This is an optimization exercise on Yosys and OpenROAD, whose aim is a short achievable clock period and few clock cycles per item, not a production implementation.
The RTL was checked by simulation tests, not by an equivalence proof against the original design.
Power and IR drop assume default switching activity.

$ cat design/flow/constraint.sdc
create_clock -name core_clock -period 6.0 [get_ports {clk_i}]
set_input_delay 1.2000 -clock core_clock [delete_from_list [all_inputs] [get_ports {clk_i}]]
set_output_delay 1.2000 -clock core_clock [all_outputs]
set_load 0.01 [all_outputs]
$ cat design/flow/run.sh
#!/bin/bash
# synth_recipe.tcl (not shown) runs the flow's synth.tcl, then flattens the netlist and writes it again
# the make line also repeats each setting of config.mk as NAME=value (left out here)
make -C /OpenROAD-flow-scripts/flow DESIGN_CONFIG=/design/flow/config.mk WORK_HOME=/design/flow/orfs CLKGATE_MAP_FILE= SYNTH_SCRIPT=/design/flow/synth_recipe.tcl finish
$ cat design/flow/config.mk
export PLATFORM = sky130hd
export DESIGN_NAME = small_set_membership_table
export DESIGN_NICKNAME = small_set_membership_table
export VERILOG_FILES = /design/flow/design.v
export SDC_FILE = /design/flow/constraint.sdc
export NUM_CORES = 4
export LEC_CHECK = 0
export CAP_MARGIN = 20
export CORE_MARGIN = 2
export CORE_UTILIZATION = 40
export SLEW_MARGIN = 20
$ cat design/flow/design.v
`default_nettype none
package ssmt_pkg;
  localparam int unsigned OP_W           = 2;
  localparam int unsigned VALUE_W        = 16;
  localparam int unsigned COUNT_W        = 7;
  localparam int unsigned DEF_CAPACITY   = 64;
  localparam int unsigned DEF_ELEM_WIDTH = 16;
  typedef enum logic [OP_W-1:0] {
    OP_INSERT = 2'd0,
    OP_DELETE = 2'd1,
    OP_QUERY  = 2'd2,
    OP_CLEAR  = 2'd3
  } ssmt_op_e;
  typedef struct packed {
    logic ins_en;
    logic del_en;
  } ssmt_ctl_t;
endpackage
`default_nettype wire
`default_nettype none
module ssmt_cell #(
  parameter int unsigned IDX        = 0,
  parameter int unsigned CNT_W      = ssmt_pkg::COUNT_W,
  parameter int unsigned ELEM_WIDTH = ssmt_pkg::DEF_ELEM_WIDTH
) (
  input  wire logic                   clk_i,
  input  wire ssmt_pkg::ssmt_ctl_t    ctl_i,
  input  wire logic [CNT_W-1:0]       count_i,
  input  wire logic [ELEM_WIDTH-1:0]  elem_i,
  input  wire logic [ELEM_WIDTH-1:0]  nbr_i,
  input  wire logic                   hit_i,
  output logic                        hit_o,
  output logic [ELEM_WIDTH-1:0]       entry_o
);
  logic [ELEM_WIDTH-1:0] entry_q;
  logic                  valid;
  logic                  match;
  logic                  at_tail;
  assign valid   = CNT_W'(IDX) < count_i;
  assign match   = valid && (entry_q == elem_i);
  assign hit_o   = hit_i || match;
  assign at_tail = CNT_W'(IDX) == count_i;
  assign entry_o = entry_q;
  always_ff @(posedge clk_i) begin
    if (ctl_i.del_en && hit_o) begin
      entry_q <= nbr_i;
    end else if (ctl_i.ins_en && at_tail) begin
      entry_q <= elem_i;
    end
  end
endmodule
`default_nettype wire
`default_nettype none
module small_set_membership_table #(
  parameter int unsigned CAPACITY   = ssmt_pkg::DEF_CAPACITY,
  parameter int unsigned ELEM_WIDTH = ssmt_pkg::DEF_ELEM_WIDTH
) (
  input  wire logic                          clk_i,
  input  wire logic                          rst_ni,
  input  wire logic                          start_i,
  output logic                               busy_o,
  input  wire logic [ssmt_pkg::OP_W-1:0]     op_i,
  input  wire logic [ssmt_pkg::VALUE_W-1:0]  value_i,
  output logic                               valid_o,
  output logic                               was_member_o,
  output logic [ssmt_pkg::COUNT_W-1:0]       count_o,
  output logic                               empty_res_o,
  output logic                               full_res_o,
  output logic                               rejected_o
);
  localparam int unsigned CNT_W = $clog2(CAPACITY + 1);
  logic [CNT_W-1:0]      count_q, count_d;
  logic                  valid_q;
  logic                  was_q, empty_q, full_q, rej_q;
  logic [ssmt_pkg::COUNT_W-1:0]    cnt_res_q;
  logic                  rej_d;
  logic                  accept;
  logic                  member;
  logic                  full_now;
  logic [ELEM_WIDTH-1:0] elem;
  ssmt_pkg::ssmt_op_e              op;
  ssmt_pkg::ssmt_ctl_t             ctl;
  logic [CAPACITY:0]       hit;
  logic [ELEM_WIDTH-1:0]   entry [CAPACITY];
  assign busy_o   = 1'b0;
  assign accept   = start_i && !busy_o;
  assign elem     = ELEM_WIDTH'(value_i);
  assign op       = ssmt_pkg::ssmt_op_e'(op_i);
  assign full_now = count_q == CNT_W'(CAPACITY);
  assign hit[0]   = 1'b0;
  assign member   = hit[CAPACITY];
  for (genvar i = 0; i < CAPACITY; i++) begin : g_cell
    logic [ELEM_WIDTH-1:0] nbr;
    if (i == CAPACITY - 1) begin : g_last
      assign nbr = entry[i];
    end else begin : g_mid
      assign nbr = entry[i+1];
    end
    ssmt_cell #(
      .IDX       (i),
      .CNT_W     (CNT_W),
      .ELEM_WIDTH(ELEM_WIDTH)
    ) u_cell (
      .clk_i  (clk_i),
      .ctl_i  (ctl),
      .count_i(count_q),
      .elem_i (elem),
      .nbr_i  (nbr),
      .hit_i  (hit[i]),
      .hit_o  (hit[i+1]),
      .entry_o(entry[i])
    );
  end
  always_comb begin
    count_d    = count_q;
    rej_d      = 1'b0;
    ctl.ins_en = 1'b0;
    ctl.del_en = 1'b0;
    if (accept) begin
      unique case (op)
        ssmt_pkg::OP_INSERT: begin
          if (!member) begin
            if (full_now) begin
              rej_d = 1'b1;
            end else begin
              ctl.ins_en = 1'b1;
              count_d    = count_q + CNT_W'(1);
            end
          end
        end
        ssmt_pkg::OP_DELETE: begin
          if (member) begin
            ctl.del_en = 1'b1;
            count_d    = count_q - CNT_W'(1);
          end
        end
        ssmt_pkg::OP_QUERY: begin
        end
        ssmt_pkg::OP_CLEAR: begin
          count_d = '0;
        end
        default: begin
        end
      endcase
    end
  end
  always_ff @(posedge clk_i or negedge rst_ni) begin
    if (!rst_ni) begin
      count_q <= '0;
      valid_q <= 1'b0;
    end else begin
      count_q <= count_d;
      valid_q <= accept;
    end
  end
  always_ff @(posedge clk_i) begin
    if (accept) begin
      was_q     <= member;
      cnt_res_q <= ssmt_pkg::COUNT_W'(count_d);
      empty_q   <= count_d == '0;
      full_q    <= count_d == CNT_W'(CAPACITY);
      rej_q     <= rej_d;
    end
  end
  assign valid_o      = valid_q;
  assign was_member_o = was_q;
  assign count_o      = cnt_res_q;
  assign empty_res_o  = empty_q;
  assign full_res_o   = full_q;
  assign rejected_o   = rej_q;
endmodule
`default_nettype wire
==> results.txt <==
power breakdown:
group	switching, µW	internal (µW)	leakage [µW]
clock	3070	3940	0.00180
sequential	129	8080	0.00941
combinational	1850	959	0.0128
total	5060	13000	0.0240
flip-flops by register name, summed over array words and instances, names as in the netlist:
signal	count
g_cell.u_cell.entry_q	1024
cnt_res_q	7
count_q	7
empty_q	1
full_q	1
rej_q	1
valid_q	1
was_q	1
worst paths after layout:
| check | slack [ns] | start | cells past startpoint | endpoint |
|---|---|---|---|---|
| setup / recovery | 0.41 | count_q[3] | 17 | g_cell[24].u_cell.entry_q[1] |
| hold / removal | 0.54 | g_cell[10].u_cell.entry_q[6] | 1 | g_cell[9].u_cell.entry_q[6] |
| setup reg to reg | 0.41 | count_q[3] | 17 | g_cell[24].u_cell.entry_q[1] |
| hold reg to reg | 0.54 | g_cell[10].u_cell.entry_q[6] | 1 | g_cell[9].u_cell.entry_q[6] |
| max in group asynchronous | 4.55 | rst_ni | 1 | count_q[3] |
| min in group asynchronous | 0.89 | rst_ni | 1 | count_q[0] |
cell usage after synthesis (11+ instances only):
| cell | number | area, µm² |
|---|---|---|
| sky130_fd_sc_hd__buf_6 | 52 | 585.6 |
| sky130_fd_sc_hd__o21ai_0 | 70 | 350.3 |
| sky130_fd_sc_hd__nand4b_1 | 17 | 148.9 |
| sky130_fd_sc_hd__mux2_2 | 794 | 8941 |
| sky130_fd_sc_hd__nor4b_1 | 19 | 166.4 |
| sky130_fd_sc_hd__mux2_1 | 212 | 2387 |
| sky130_fd_sc_hd__and4_1 | 11 | 96.34 |
| sky130_fd_sc_hd__inv_1 | 20 | 75.07 |
| sky130_fd_sc_hd__nand2b_1 | 21 | 131.4 |
| sky130_fd_sc_hd__o22ai_1 | 21 | 131.4 |
| sky130_fd_sc_hd__edfxtp_1 | 1035 | 31080 |
| sky130_fd_sc_hd__and3_1 | 15 | 93.84 |
| sky130_fd_sc_hd__o31ai_1 | 16 | 120.1 |
| sky130_fd_sc_hd__or3_1 | 13 | 81.33 |
| sky130_fd_sc_hd__xor2_1 | 699 | 6122 |
| sky130_fd_sc_hd__nand4_1 | 130 | 813.3 |
| sky130_fd_sc_hd__nor3_1 | 94 | 470.5 |
| sky130_fd_sc_hd__or4_1 | 33 | 247.7 |
| sky130_fd_sc_hd__buf_1 | 21 | 78.83 |
| sky130_fd_sc_hd__nand3_1 | 125 | 625.6 |
| sky130_fd_sc_hd__nor4_1 | 253 | 1583 |
| sky130_fd_sc_hd__a21oi_1 | 28 | 140.1 |
| sky130_fd_sc_hd__nand2_1 | 161 | 604.3 |
| sky130_fd_sc_hd__clkbuf_1 | 113 | 424.2 |
| sky130_fd_sc_hd__buf_4 | 37 | 277.8 |
| sky130_fd_sc_hd__xnor2_1 | 325 | 2846 |
| sky130_fd_sc_hd__nor3b_1 | 11 | 82.58 |
| sky130_fd_sc_hd__buf_2 | 118 | 590.6 |
| sky130_fd_sc_hd__nor2_1 | 133 | 499.2 |
| sky130_fd_sc_hd__o21ai_1 | 11 | 55.05 |
cell families after synthesis:
kind of cell    Yosys count
simple gates           1127
flops                  1043
xor+xnor               1025
mux                    1008
buf+inv                 371
compound gates          244
fa+ha+maj                 6
other cells               1
stage by stage:
step | hold WS (ns) | cells | area [µm²] | setup TNS, ns
floorplan | 0.5426 | 4825 | 61970 | 0
detailed placement | 0.5646 | 6984 | 68130 | -0.8646
finish | 0.5415 | 7198 | 71780 | 0
CTS | 0.5302 | 7196 | 71780 | 0
global placement | 0.5608 | 6984 | 68120 | 0
global route | 0.5493 | 7196 | 71780 | 0
layout make-up:
cell class | count | area [µm²]
flip-flops and latches | 1043 | 31280
diodes | 2 | 5.005
fillers | 13750 | 82270
clock buffers | 156 | 3166
clock inverters | 56 | 484.2
inverters | 23 | 86.33
multi-input cells | 3411 | 28660
repair buffers | 463 | 5540
well taps | 2044 | 2557
worst max-delay path, delay by kind of cell (launching register included):
| family | cells | cell delay (ns) |
|---|---|---|
| muxes | 1 | 0.42 |
| buffers and inverters | 6 | 1.38 |
| AOI/OAI and AO/OA | 2 | 0.99 |
| DFF | 1 | 0.86 |
| and+or+nand+nor | 8 | 1.71 |
per-layer routing:
layer | up-vias | part of all wire, %
met4 | 4 | 3.3
met3 | 318 | 7.1
met2 | 1616 | 46
met5 | - | 0.011
met1 | 20830 | 43
li1 | 18590 | -
==> results.txt <==
Yosys:
- The share of synthesized area spent on multiplexers is 18.32%.
- In this run, synthesis inferred 1035 flip-flops with an integrated enable.
- A synthesized cell averages 12.84 µm².
- Summing every instance area after synthesis gives 61970 µm².
- Counting every instance in the synthesized netlist gives 4825.
- For this run, the leading register cell type out of synthesis is sky130_fd_sc_hd__edfxtp_1.
- The synthesis-stage register bit count is 1043.
- For this run, the number of Yosys warnings is 66.
- The compound-cell area share of the yosys netlist is 2.704%.
- The largest family of logic cells by synthesized area is multiplexers.
- The number of nets handed over by synthesis was 4852.
- The sequential cell area fraction in the yosys report is 50.48%.
- The share of async-settable or async-resettable flops after synthesis is 0.7670%.
- The arithmetic-cell share of the synthesized area counting full adders, half adders and majority gates is 0.1211%.
- Summing the areas of all and, or, nand and nor instances in the mapped netlist gives 10.41% of the synthesized area.
- The synthesized netlist contains 96 unique library cells.
- After Yosys synthesis, XOR and XNOR cells account for 14.50% of the synthesized area.

Worst setup path:
- The cell with the biggest individual delay on the critical path is sky130_fd_sc_hd__dfrtp_2.
- The type of destination of the critical path is a flop.
- The critical setup path kind is flop to flop.
- STA classifies the critical path startpoint as a flop.
- For this run, the slowest stage of the critical path takes 0.86 ns.
- Walking the worst path, the cells encountered are buf_4 -> buf_4 -> nor4b_2 -> buf_4 -> a211oi_1 -> nand2_1 -> nor4_1 -> buf_4 -> nor4_1 -> nor3b_1 -> and4_1 -> and4_1 -> nand2b_1 -> buf_4 -> buf_4 -> a21oi_2 -> mux2_2.
- Of all nets on the critical path, the largest fanout is 24.
- The critical path arrival is 6.10 ns.
- STA puts the critical path data required time at 6.50 ns.
- Among the stages of the critical path, the cell type that occurs most often is sky130_fd_sc_hd__buf_4.

GRT:
- The routing usage on met1 is 32.96%.
- Entering global routing, the biggest net connects 44 pins.
- The met3 routing resource usage after global routing is 3.805%.
- The number of antenna violations at the first check in global routing is 3.
- For this run, global-route usage on met2 was measured as 38.22%.
- The overall fraction of global-route tracks in use is 23.87%.
- The busiest layer in global routing is met2.
- The total overflow left after global routing is 0.
- The first-pass GRT wire length is 283.3 mm.
- The number of global-route vias before repair came to 42040.

Die:
- The die outline area is 158100 µm².
- In this run the horizontal extent of the chip is 397.6 µm.
- The initial core utilization is 40.23%.
- The top-level port count is 34.
- The die is 397.6 µm tall.
- The total area inside the core boundary comes to 154000 µm².
- The initialized floorplan defines 144 standard-cell rows.

Routing:
- The final wirelength is 191.7 mm.
- For this run, design rule violations remaining after detail routing come to 0.
- The via density per instance is 5.745.
- The total iterations of the first detailed-routing run is 5.
- The detail route stage leaves a number of antenna-violating nets equal to 0.
- The violation count after the first detailed-route iteration is 3993.
- The final routed wire length divided by cell count is 26.63 µm.
- Detailed routing inserted a total of 41360 vias.

Clock tree:
- Counting every sink on the clock net gives 1043.
- The count of hold-fix buffers inserted at cts is 0.
- Post-CTS timing repair inserted 0 buffers for setup.
- Clock-pin slew was measured on the worst setup and hold paths at 0.06 ns.
- The number of gates given a new drive strength after cts is 0.
- The CTS tree is done.
- In this run the number of H-tree levels came out at 3.
- The root buffer cell is sky130_fd_sc_hd__clkbuf_16.
- Clock tree synthesis inserted a total of 115 buffers.
- The latest clock arrival within the worst-skew pair is 0.77 ns.
- The number of buffers on the longest clock path is 3.

STA:
- The worst path uses 93.22% of the clock period.
- The worst-margin pin slew is 1.025 ns.
- The number of failing hold endpoints at the final stage is 0.
- Counting I/O delays and the setup requirement, the final critical path takes 5.593 ns.
- Setup violations remaining at the end of the flow were counted as 0.
- The max-slew violation count is 0.
- The worst pin sits at a relative slew slack of 31.69%.
- Setup repair after global routing left no endpoint under its margin.
- The peak clock frequency supported by timing is 0.1788 GHz.
- The setup slack of the critical path after layout is 0.4070 ns.
- The worst clock skew on the final layout is 0.07228 ns.

Final layout:
- The library cells used most frequently in the layout, excluding fill and tap cells, are 1035 x sky130_fd_sc_hd__edfxtp_1, 794 x sky130_fd_sc_hd__mux2_2, 699 x sky130_fd_sc_hd__xor2_1, 325 x sky130_fd_sc_hd__xnor2_1, 274 x sky130_fd_sc_hd__buf_4.
- The fraction of layout cells with a size suffix above 1 is 28.80%.
- The number of nets in the finished design is 5084.
- The growth of design area from synthesis to finish is 15.84%.
- The core utilization of the finished layout is 46.60%.
- The leading cell type in the layout, fill and taps excluded is sky130_fd_sc_hd__edfxtp_1.

Power:
- Overall power consumption after layout is estimated at 18040 µW.
- The worst vdd rail ir drop is 0.2716 mV.
- For this design the ratio of total power to cell area is 251.3 nW/µm².
- For this design the static power due to leakage is 0.02396 µW.

Run status:
- The run finished with no timing, DRC or antenna violations.

Place:
- Buffers placed on the I/O ports in this run total 32.
- After legalization and detailed placement, the total HPWL measured 141.4 mm.
- The routability-driven placement congestion ratio is 0.9747.
- Before CTS, the worst setup slack after placement is -0.05819 ns.

Min path:
- The class of the worst hold path is flop to flop.

Run:
- Across the run, the number of max-cap violations was 0.
Testbench counts, summed over its fixed seeds: cycles 32,008, items 32,000.

-- afterwards: timing with drivers on the ports --
Ports are ideal in the flow. The routed layout listed here was re-timed in OpenROAD.
Step 1 assumes that a clkbuf_16 drives the clock port and a buf_2 every other input.
Step 2 adds t to the input delays and takes it off the output delays; t is the mean of the earliest and latest rising clock arrival at the registers after step 1. Input paths then give back, and output paths get back, about the clock's delay inside the block.
a / b / c = no drivers / after step 1 / after step 2; a / b = the first two.
shift t [ns]: 0.815
setup slack, ns: 0.407 / 0.407 / -0.191
worst setup path after step 2: input to register
worst register clock-pin slew, ns: 0.07 / 0.07
worst slew at a driven data input, ns: 0.11
With both steps, setup timing fails in this run, where it was met with ideal ports. The setup slack of this run moves by 0.000 ns with the drivers and by -0.598 ns with both steps.
